This is an optimization exercise on Yosys and OpenROAD, whose aim is small area and a short achievable clock period, not a production implementation.
The RTL was checked by simulation tests, not by an equivalence proof against the original design.
No activity file was given, so power comes from the tool's default toggle rates.

==> flow/design.v <==
`timescale 1ns/1ps
module word_fifo #(
    parameter int DEPTH = 64
) (
    input  logic        ctrl_aclk,
    input  logic        ctrl_aresetn,
    input  logic [31:0] wr_data,
    input  logic [3:0]  wr_keep,
    input  logic        wr_last,
    input  logic        wr_valid,
    output logic        wr_ready,
    output logic [31:0] rd_data,
    output logic [3:0]  rd_keep,
    output logic        rd_last,
    output logic        rd_valid,
    input  logic        rd_ready
);
    localparam int PTR_W = $clog2(DEPTH);
    logic [31:0]      mem_data [DEPTH];
    logic [3:0]       mem_keep [DEPTH];
    logic             mem_last [DEPTH];
    logic [PTR_W-1:0] wr_ptr;
    logic [PTR_W-1:0] rd_ptr;
    logic [PTR_W:0]   count;
    logic             wr_fire;
    logic             rd_fire;
    assign wr_ready = (count != (PTR_W + 1)'(DEPTH));
    assign rd_valid = (count != '0);
    assign wr_fire  = wr_valid && wr_ready;
    assign rd_fire  = rd_valid && rd_ready;
    assign rd_data = mem_data[rd_ptr];
    assign rd_keep = mem_keep[rd_ptr];
    assign rd_last = mem_last[rd_ptr];
    always_ff @(posedge ctrl_aclk) begin
        if (wr_fire) begin
            mem_data[wr_ptr] <= wr_data;
            mem_keep[wr_ptr] <= wr_keep;
            mem_last[wr_ptr] <= wr_last;
        end
    end
    always_ff @(posedge ctrl_aclk) begin
        if (!ctrl_aresetn) begin
            wr_ptr <= '0;
            rd_ptr <= '0;
            count  <= '0;
        end else begin
            if (wr_fire) begin
                wr_ptr <= (wr_ptr == PTR_W'(DEPTH - 1)) ? '0 : wr_ptr + 1'b1;
            end
            if (rd_fire) begin
                rd_ptr <= (rd_ptr == PTR_W'(DEPTH - 1)) ? '0 : rd_ptr + 1'b1;
            end
            case ({wr_fire, rd_fire})
                2'b10:   count <= count + 1'b1;
                2'b01:   count <= count - 1'b1;
                default: count <= count;
            endcase
        end
    end
endmodule
`timescale 1ns/1ps
module udp_rx_parser (
    input  logic        ctrl_aclk,
    input  logic        ctrl_aresetn,
    input  logic [31:0] eth_rx_data,
    input  logic [3:0]  eth_rx_keep,
    input  logic        eth_rx_last,
    input  logic        eth_rx_valid,
    output logic        eth_rx_ready,
    output logic [31:0] payload_data,
    output logic [3:0]  payload_keep,
    output logic        payload_last,
    output logic        payload_valid,
    input  logic        payload_ready
);
    localparam logic [1:0] S_HDR = 2'd0, S_PAY = 2'd1, S_FLUSH = 2'd2, S_DRAIN = 2'd3;
    function automatic logic [3:0] keep_for(input logic [15:0] n);
        case (n)
            16'd0:   keep_for = 4'b0000;
            16'd1:   keep_for = 4'b0001;
            16'd2:   keep_for = 4'b0011;
            16'd3:   keep_for = 4'b0111;
            default: keep_for = 4'b1111;
        endcase
    endfunction
    logic [1:0]  state;
    logic [3:0]  beat;
    logic [31:0] rx_be;
    logic [47:0] dst_mac;
    logic [31:0] dst_ip;
    logic [15:0] ethertype;
    logic [7:0]  ver_ihl;
    logic [7:0]  proto;
    logic [15:0] udp_len;
    logic [15:0] rem;
    logic [15:0] hold;
    logic        accept;
    logic        rx_fire;
    assign rx_be   = {eth_rx_data[7:0], eth_rx_data[15:8], eth_rx_data[23:16], eth_rx_data[31:24]};
    assign udp_len = rx_be[15:0];
    assign accept = (dst_mac == 48'h02_00_00_00_00_01) && (dst_ip == 32'hc0_a8_00_01)
                 && (ethertype == 16'h0800) && (ver_ihl == 8'h45)
                 && (proto == 8'd17);
    always_comb begin
        case (state)
            S_PAY:   eth_rx_ready = (rem == '0) || payload_ready;
            S_FLUSH: eth_rx_ready = 1'b0;
            default: eth_rx_ready = 1'b1;
        endcase
    end
    assign rx_fire = eth_rx_valid && eth_rx_ready;
    assign payload_valid = (state == S_FLUSH)
                        || ((state == S_PAY) && eth_rx_valid && (rem != '0));
    assign payload_data  = (state == S_FLUSH) ? {16'h0000, hold} : {eth_rx_data[15:0], hold};
    assign payload_keep  = (state == S_FLUSH) ? keep_for((rem > 16'd2) ? 16'd2 : rem)
                                              : keep_for(rem);
    assign payload_last  = (state == S_FLUSH) || (rem <= 16'd4);
    always_ff @(posedge ctrl_aclk) begin
        if (!ctrl_aresetn) begin
            state <= S_HDR;
            beat  <= '0;
        end else begin
            case (state)
                S_HDR: begin
                    if (rx_fire) begin
                        beat <= beat + 4'd1;
                        if ((beat == 4'd9) && !accept) begin
                            state <= S_DRAIN;
                        end
                        if (beat == 4'd10) begin
                            state <= S_PAY;
                        end
                        if (eth_rx_last) begin
                            state <= ((beat == 4'd10) && (rem != '0)) ? S_FLUSH : S_HDR;
                        end
                    end
                end
                S_PAY: begin
                    if (rx_fire && eth_rx_last) begin
                        state <= (rem > 16'd4) ? S_FLUSH : S_HDR;
                    end
                end
                S_FLUSH: begin
                    if (payload_ready) begin
                        state <= S_HDR;
                    end
                end
                default: begin
                    if (rx_fire && eth_rx_last) begin
                        state <= S_HDR;
                    end
                end
            endcase
            if (rx_fire && eth_rx_last) begin
                beat <= '0;
            end
        end
    end
    always_ff @(posedge ctrl_aclk) begin
        if (rx_fire) begin
            if (state == S_HDR) begin
                case (beat)
                    4'd0: dst_mac[47:16] <= rx_be;
                    4'd1: dst_mac[15:0] <= rx_be[31:16];
                    4'd3: begin
                        ethertype <= rx_be[31:16];
                        ver_ihl   <= rx_be[15:8];
                    end
                    4'd5:  proto <= rx_be[7:0];
                    4'd7:  dst_ip[31:16] <= rx_be[15:0];
                    4'd8:  dst_ip[15:0] <= rx_be[31:16];
                    4'd9:  rem <= udp_len - 16'd8;
                    4'd10: hold <= eth_rx_data[31:16];
                    default: ;
                endcase
            end else if (state == S_PAY) begin
                hold <= eth_rx_data[31:16];
                rem  <= (rem > 16'd4) ? rem - 16'd4 : '0;
            end
        end
    end
endmodule
`timescale 1ns/1ps
module udp_tx_framer (
    input  logic        ctrl_aclk,
    input  logic        ctrl_aresetn,
    input  logic        tx_req_valid,
    output logic        tx_req_ready,
    input  logic [47:0] tx_req_dst_mac,
    input  logic [31:0] tx_req_dst_ip,
    input  logic [15:0] tx_req_src_port,
    input  logic [15:0] tx_req_dst_port,
    input  logic [15:0] tx_req_length,
    input  logic [31:0] payload_data,
    input  logic        payload_valid,
    output logic        payload_ready,
    output logic [31:0] eth_tx_data,
    output logic [3:0]  eth_tx_keep,
    output logic        eth_tx_last,
    output logic        eth_tx_valid,
    input  logic        eth_tx_ready
);
    localparam logic [47:0] SELF_MAC = 48'h02_00_00_00_00_01;
    localparam logic [31:0] SELF_IP  = 32'hc0_a8_00_01;
    localparam logic [1:0] S_IDLE = 2'd0, S_CSUM = 2'd1, S_SEND = 2'd2;
    function automatic logic [3:0] keep_for(input logic [15:0] n);
        case (n)
            16'd0:   keep_for = 4'b0000;
            16'd1:   keep_for = 4'b0001;
            16'd2:   keep_for = 4'b0011;
            16'd3:   keep_for = 4'b0111;
            default: keep_for = 4'b1111;
        endcase
    endfunction
    logic [1:0]  state;
    logic [47:0] dst_mac;
    logic [31:0] dst_ip;
    logic [15:0] src_port;
    logic [15:0] dst_port;
    logic [15:0] length;
    logic [15:0] ip_len;
    logic [15:0] udp_len;
    logic [3:0]  idx;
    logic [15:0] hw;
    logic [16:0] hw_sum;
    logic [15:0] csum_fold;
    logic [15:0] csum_acc;
    logic [15:0] csum;
    logic [3:0]  wcnt;
    logic [15:0] rem;
    logic [15:0] pay_left;
    logic [15:0] hold;
    logic [31:0] hdr_be;
    logic        in_payload;
    logic        need_word;
    logic        tx_fire;
    assign ip_len       = length + 16'd28;
    assign udp_len      = length + 16'd8;
    assign tx_req_ready = (state == S_IDLE);
    always_comb begin
        case (idx)
            4'd0:    hw = {8'h45, 8'h00};
            4'd1:    hw = ip_len;
            4'd4:    hw = {8'h80, 8'd17};
            4'd6:    hw = SELF_IP[31:16];
            4'd7:    hw = SELF_IP[15:0];
            4'd8:    hw = dst_ip[31:16];
            4'd9:    hw = dst_ip[15:0];
            default: hw = 16'h0000;
        endcase
    end
    assign hw_sum    = {1'b0, csum_acc} + {1'b0, hw};
    assign csum_fold = hw_sum[15:0] + {15'd0, hw_sum[16]};
    always_comb begin
        case (wcnt)
            4'd0:    hdr_be = dst_mac[47:16];
            4'd1:    hdr_be = {dst_mac[15:0], SELF_MAC[47:32]};
            4'd2:    hdr_be = SELF_MAC[31:0];
            4'd3:    hdr_be = {16'h0800, 8'h45, 8'h00};
            4'd4:    hdr_be = {ip_len, 16'h0000};
            4'd5:    hdr_be = {16'h0000, 8'h80, 8'd17};
            4'd6:    hdr_be = {csum, SELF_IP[31:16]};
            4'd7:    hdr_be = {SELF_IP[15:0], dst_ip[31:16]};
            4'd8:    hdr_be = {dst_ip[15:0], src_port};
            default: hdr_be = {dst_port, udp_len};
        endcase
    end
    assign in_payload = (wcnt == 4'd10);
    assign need_word  = in_payload && (pay_left != '0);
    assign eth_tx_valid  = (state == S_SEND) && (!need_word || payload_valid);
    assign eth_tx_data   = in_payload
                         ? {(need_word ? payload_data[15:0] : 16'h0000), hold}
                         : {hdr_be[7:0], hdr_be[15:8], hdr_be[23:16], hdr_be[31:24]};
    assign eth_tx_keep   = keep_for(rem);
    assign eth_tx_last   = (rem <= 16'd4);
    assign payload_ready = (state == S_SEND) && need_word && eth_tx_ready;
    assign tx_fire       = eth_tx_valid && eth_tx_ready;
    always_ff @(posedge ctrl_aclk) begin
        if (!ctrl_aresetn) begin
            state <= S_IDLE;
        end else begin
            case (state)
                S_IDLE: begin
                    if (tx_req_valid) begin
                        state <= S_CSUM;
                    end
                end
                S_CSUM: begin
                    if (idx == 4'd9) begin
                        state <= S_SEND;
                    end
                end
                default: begin
                    if (tx_fire && eth_tx_last) begin
                        state <= S_IDLE;
                    end
                end
            endcase
        end
    end
    always_ff @(posedge ctrl_aclk) begin
        case (state)
            S_IDLE: begin
                if (tx_req_valid) begin
                    dst_mac  <= tx_req_dst_mac;
                    dst_ip   <= tx_req_dst_ip;
                    src_port <= tx_req_src_port;
                    dst_port <= tx_req_dst_port;
                    length   <= tx_req_length;
                    idx      <= '0;
                    csum_acc <= '0;
                end
            end
            S_CSUM: begin
                idx      <= idx + 4'd1;
                csum_acc <= csum_fold;
                csum     <= ~csum_fold;
                wcnt     <= '0;
                rem      <= length + 16'd42;
                pay_left <= length;
                hold     <= 16'h0000;
            end
            default: begin
                if (tx_fire) begin
                    rem <= (rem > 16'd4) ? rem - 16'd4 : '0;
                    if (!in_payload) begin
                        wcnt <= wcnt + 4'd1;
                    end
                    if (need_word) begin
                        hold     <= payload_data[31:16];
                        pay_left <= (pay_left > 16'd4) ? pay_left - 16'd4 : '0;
                    end
                end
            end
        endcase
    end
endmodule
`timescale 1ns/1ps
module udp_core_top (
    input  logic        ctrl_aclk,
    input  logic        ctrl_aresetn,
    input  logic [31:0] eth_rx_data,
    input  logic [3:0]  eth_rx_keep,
    input  logic        eth_rx_last,
    input  logic        eth_rx_valid,
    output logic        eth_rx_ready,
    output logic [31:0] eth_tx_data,
    output logic [3:0]  eth_tx_keep,
    output logic        eth_tx_last,
    output logic        eth_tx_valid,
    input  logic        eth_tx_ready,
    input  logic        tx_req_valid,
    output logic        tx_req_ready,
    input  logic [47:0] tx_req_dst_mac,
    input  logic [31:0] tx_req_dst_ip,
    input  logic [15:0] tx_req_src_port,
    input  logic [15:0] tx_req_dst_port,
    input  logic [15:0] tx_req_length,
    input  logic [31:0] tx_data_data,
    input  logic [3:0]  tx_data_keep,
    input  logic        tx_data_last,
    input  logic        tx_data_valid,
    output logic [31:0] rx_payload_data,
    output logic [3:0]  rx_payload_keep,
    output logic        rx_payload_last,
    output logic        rx_payload_valid,
    input  logic        rx_payload_ready
);
    logic [31:0] rxp_data;
    logic [3:0]  rxp_keep;
    logic        rxp_last;
    logic        rxp_valid;
    logic        rxp_ready;
    logic [31:0] txp_data;
    logic [3:0]  txp_keep;
    logic        txp_last;
    logic        txp_valid;
    logic        txp_ready;
    logic        tx_in_ready;
    udp_rx_parser rx_parser (
        .ctrl_aclk     (ctrl_aclk),
        .ctrl_aresetn  (ctrl_aresetn),
        .eth_rx_data   (eth_rx_data),
        .eth_rx_keep   (eth_rx_keep),
        .eth_rx_last   (eth_rx_last),
        .eth_rx_valid  (eth_rx_valid),
        .eth_rx_ready  (eth_rx_ready),
        .payload_data  (rxp_data),
        .payload_keep  (rxp_keep),
        .payload_last  (rxp_last),
        .payload_valid (rxp_valid),
        .payload_ready (rxp_ready)
    );
    word_fifo #(.DEPTH(64)) rx_fifo (
        .ctrl_aclk    (ctrl_aclk),
        .ctrl_aresetn (ctrl_aresetn),
        .wr_data      (rxp_data),
        .wr_keep      (rxp_keep),
        .wr_last      (rxp_last),
        .wr_valid     (rxp_valid),
        .wr_ready     (rxp_ready),
        .rd_data      (rx_payload_data),
        .rd_keep      (rx_payload_keep),
        .rd_last      (rx_payload_last),
        .rd_valid     (rx_payload_valid),
        .rd_ready     (rx_payload_ready)
    );
    word_fifo #(.DEPTH(64)) tx_fifo (
        .ctrl_aclk    (ctrl_aclk),
        .ctrl_aresetn (ctrl_aresetn),
        .wr_data      (tx_data_data),
        .wr_keep      (tx_data_keep),
        .wr_last      (tx_data_last),
        .wr_valid     (tx_data_valid),
        .wr_ready     (tx_in_ready),
        .rd_data      (txp_data),
        .rd_keep      (txp_keep),
        .rd_last      (txp_last),
        .rd_valid     (txp_valid),
        .rd_ready     (txp_ready)
    );
    udp_tx_framer tx_framer (
        .ctrl_aclk       (ctrl_aclk),
        .ctrl_aresetn    (ctrl_aresetn),
        .tx_req_valid    (tx_req_valid),
        .tx_req_ready    (tx_req_ready),
        .tx_req_dst_mac  (tx_req_dst_mac),
        .tx_req_dst_ip   (tx_req_dst_ip),
        .tx_req_src_port (tx_req_src_port),
        .tx_req_dst_port (tx_req_dst_port),
        .tx_req_length   (tx_req_length),
        .payload_data    (txp_data),
        .payload_valid   (txp_valid),
        .payload_ready   (txp_ready),
        .eth_tx_data     (eth_tx_data),
        .eth_tx_keep     (eth_tx_keep),
        .eth_tx_last     (eth_tx_last),
        .eth_tx_valid    (eth_tx_valid),
        .eth_tx_ready    (eth_tx_ready)
    );
endmodule
==> flow/run.sh <==
#!/bin/bash
# synth_recipe.tcl (not shown) runs the flow's synth.tcl, then flattens the netlist and writes it again
# the make line also repeats each setting of config.mk as NAME=value (left out here)
make -C /OpenROAD-flow-scripts/flow DESIGN_CONFIG=/design/flow/config.mk WORK_HOME=/design/flow/orfs CLKGATE_MAP_FILE= SYNTH_SCRIPT=/design/flow/synth_recipe.tcl finish
==> flow/config.mk <==
export PLATFORM = sky130hd
export DESIGN_NAME = udp_core_top
export DESIGN_NICKNAME = udp_core_top
export VERILOG_FILES = /design/flow/design.v
export SDC_FILE = /design/flow/constraint.sdc
export NUM_CORES = 4
export LEC_CHECK = 0
export CAP_MARGIN = 20
export CORE_MARGIN = 2
export CORE_UTILIZATION = 40
export SLEW_MARGIN = 20
==> flow/constraint.sdc <==
create_clock -name core_clock -period 10.0 [get_ports {ctrl_aclk}]
set_input_delay 2.0000 -clock core_clock [delete_from_list [all_inputs] [get_ports {ctrl_aclk}]]
set_output_delay 2.0000 -clock core_clock [all_outputs]
set_load 0.01 [all_outputs]
==> out/results.ini <==
[clock_tree]
cts_resized = 0
clkSinkCount = 4834
path_clk_slew_ns = 0.06
cts_tree = yes
htreeDepth = 5
cts_hold_buf = 0
clock-root-buffer = clkbuf_16
insertion_delay_ns = 1.03
post_cts_buffers = 0
cts_made_buffers = 478
clockBufferDepth = 4

[synthesis]
synth_edf_count = 4776
synth-main-ff-cell = edfxtp_1
syn_inst = 8050
syn_area_per_cell_um2 = 23.2
synth_nets = 8324
seq_area_frac_synth_pct = 77.3
synth_cell_types = 77
synth.largest_area_cell = edfxtp_1
ys_ff_latch = 4834
netlist.area_leader.share_pct = 76.6
synthesis.area_um2 = 187000
async_flop_share_pct = 0
yosysWarnings = 3
synthTopCellsByArea = edfxtp_1, mux4_2, dfxtp_1, nor2_1, clkbuf_1

[final_layout]
mostFrequentLayoutCells = edfxtp_1, mux4_2, clkbuf_16
drive_gt1_share_pct = 28.1
multiInputGateArea_um2 = 41700
n_fill_cell = 38403
regArea_um2 = 145000
stdcell_count = 15222
synthToLayoutAreaGrowth_pct = 14.3
nNetsFinal = 8889
layout_commonest_cell = edfxtp_1

[route]
drt_iter0_drc = 11279
wl_per_cell_um = 31.7
antenna_left = 0
wirelength_mm = 482
viasPerCell = 5.80
drt_pass1_iterations = 6
route.detailed.drc = 0
vias = 88305

[sta]
report.final.slew_viol_count = 0
fin_tns_setup_ns = 0
min_period_over_period_pct = 74.5
finalSetupViolCount = 0
hold_viol_final = 0
fmax_mhz = 134
rsz0062_at_grt = no
min_period_ns = 7.45
setup_ws_ns = 2.55
skew_ns = 0.0723
maxSlewHeadroom_pct = 23.4
tightest_slew_ns = 1.15

[die]
die_h_um = 688
pin_count = 287
die_area_um2 = 473000
core_um2 = 467000
fp.dieW_um = 688
initial_utilization_pct = 40.1
fp-row-count = 251

[run]
drv_cap = 0

[worst_setup_path]
worstSetupPathType = reg2out
crit_fanout = 36
endpoint_kind = primary output
slowest_delay_ns = 0.90
path_cells = buf_4 -> mux4_2 -> mux4_2 -> mux4_2 -> nand2b_1 -> o21ai_0 -> clkdlybuf4s50_1
cpMostUsedCell = mux4_2
crit_slowest_cell = dfxtp_4
start_kind = flip-flop
required_ns = 8.00
crit_arrival_ns = 5.45

[placement]
routabilityCongestion = 0.857
dpl.cell_count = 14331
pre_cts_ws_ns = 3.29
port_buffers = 277
place_hpwl_mm = 264

[global_routing]
grt_pass1_wl_mm = 676
grt_use_total_pct = 20.0
antenna_found_initial = 28
grt_start_max_net_pins = 139
grt_pass1_vias = 89711
grt_overflow = 0

[pwr]
power.leakage_uw = 0.0630
power_density_nw_per_um2 = 204
ir_drop_mv = 0.179

[min_path]
min_path_type = reg2reg

[status]
status = timing/DRC/antenna clean

[routing by layer]
| metal | GRT usage, % | up-vias | share of wire, % |
|---|---|---|---|
| li1 | - | 35568 | - |
| met3 | 2.61 | 690 | 6.8 |
| met2 | 34.3 | 3564 | 51 |
| met5 | 0 | - | 0.0044 |
| met1 | 27.3 | 48479 | 40 |
| met4 | 5.09 | 4 | 2.7 |
[cells by family after synthesis]
group | count (synthesis) | synth area share (%)
compound gates | 366 | 1.28
xor+xnor | 132 | 0.625
flops | 4834 | 77.3
simple gates | 719 | 1.91
fa+ha+maj | 65 | 0.447
buf+inv | 464 | 1.02
mux | 1470 | 17.5
[Yosys cell counts, drive strengths merged (13+ instances only)]
| library cell | number |
|---|---|
| edfxtp | 4776 |
| mux4 | 1434 |
| nor2 | 250 |
| clkbuf | 227 |
| buf | 186 |
| nand2 | 140 |
| o21ai | 99 |
| xnor2 | 71 |
| a21oi | 66 |
| and2 | 66 |
| ha | 62 |
| xor2 | 60 |
| dfxtp | 58 |
| inv | 50 |
| nand3 | 40 |
| nor4 | 35 |
| o22ai | 34 |
| nor2b | 27 |
| mux2i | 26 |
| nand2b | 26 |
| nand4 | 25 |
| nor3 | 25 |
| a22oi | 24 |
| a211oi | 20 |
| and3 | 17 |
| nand3b | 16 |
| a21o | 15 |
| or3 | 14 |
| a31oi | 13 |
[power by group]
group / total (µW) / internal, µW / switching, µW
sequential: 22600 / 22500 / 142
combinational: 3830 / 1750 / 2080
clock: 17300 / 9680 / 7590
[flip-flops by register name, indices dropped and copies added (netlist names), 32 cells and up, named ones only]
signal,count
tx_fifo.mem_data,2048
rx_fifo.mem_keep,256
tx_framer.dst_ip,32
rx_fifo.mem_data,2048
tx_framer.dst_mac,48
rx_fifo.mem_last,64
rx_parser.dst_mac,48
rx_parser.dst_ip,32
[critical path: cells and delay by family, from the launching register on]
family	cells	cell delay, ns
buffers and inverters	2	1.21
AND/OR/NAND/NOR	1	0.26
AO/OA/AOI/OAI	1	0.18
multiplexers	3	1.79
flip-flops	1	0.90
[final timing paths]
kind                       startpoint                endpoint  cells past startpoint  slack, ns
setup / recovery            flip-flop         eth_tx_data[21]                      7       2.55
hold reg to reg     rx_fifo.rd_ptr[5]               flip-flop                      2       0.53
hold / removal      rx_fifo.rd_ptr[5]               flip-flop                      2       0.53
setup reg to reg  tx_framer.length[3]  tx_framer.csum_acc[14]                     25       3.03
[cell type report]
type	instances	area share, %
repair buffers	498	2.17
flip-flops and latches	4834	67.6
diodes	14	0.0164
well taps	6198	3.63
clock inverters	270	1.09
multi-input cells	2752	19.5
clock buffers	605	5.90
inverters	51	0.0895
[metrics by stage]
step	hold WS [ns]	util, %	area, µm²	total power, µW
2_1_floorplan	0.468	-	187000	25500
3_3_place_gp	0.512	42.6	199000	26900
3_5_place_dp	0.512	42.6	199000	26900
4_1_cts	0.525	45.8	214000	44100
5_1_grt	0.569	45.8	214000	45100
6_report	0.528	45.8	214000	43700

-- re-timing with driven ports --
The flow's constraints put no driver on any port. The routed layout listed below was extracted and timed again, unchanged, in two steps. Step 1 (the two cells are an assumption about what drives the block):
set clk [get_ports {ctrl_aclk}]
set_driving_cell -lib_cell sky130_fd_sc_hd__clkbuf_16 $clk
set_driving_cell -lib_cell sky130_fd_sc_hd__buf_2 [delete_from_list [all_inputs] $clk]
Step 2 moves the port delays by t, midway between the first and last clock arrival at a register: inputs arrive t later, outputs are due t later. That takes back most of the time a late clock gives input paths. Slacks: ideal ports / drivers / drivers and shift; pairs: ideal ports / drivers.
shift t [ns]: 1.111
slack for setup (ns): 2.547 / 2.436 / 3.031
worst setup path after step 2: register to register
latest minus earliest clock arrival (ns): 0.095 / 0.095
After both steps setup and hold are still met in this run. The setup slack of this run moves by -0.111 ns with the drivers and by +0.484 ns with both steps.
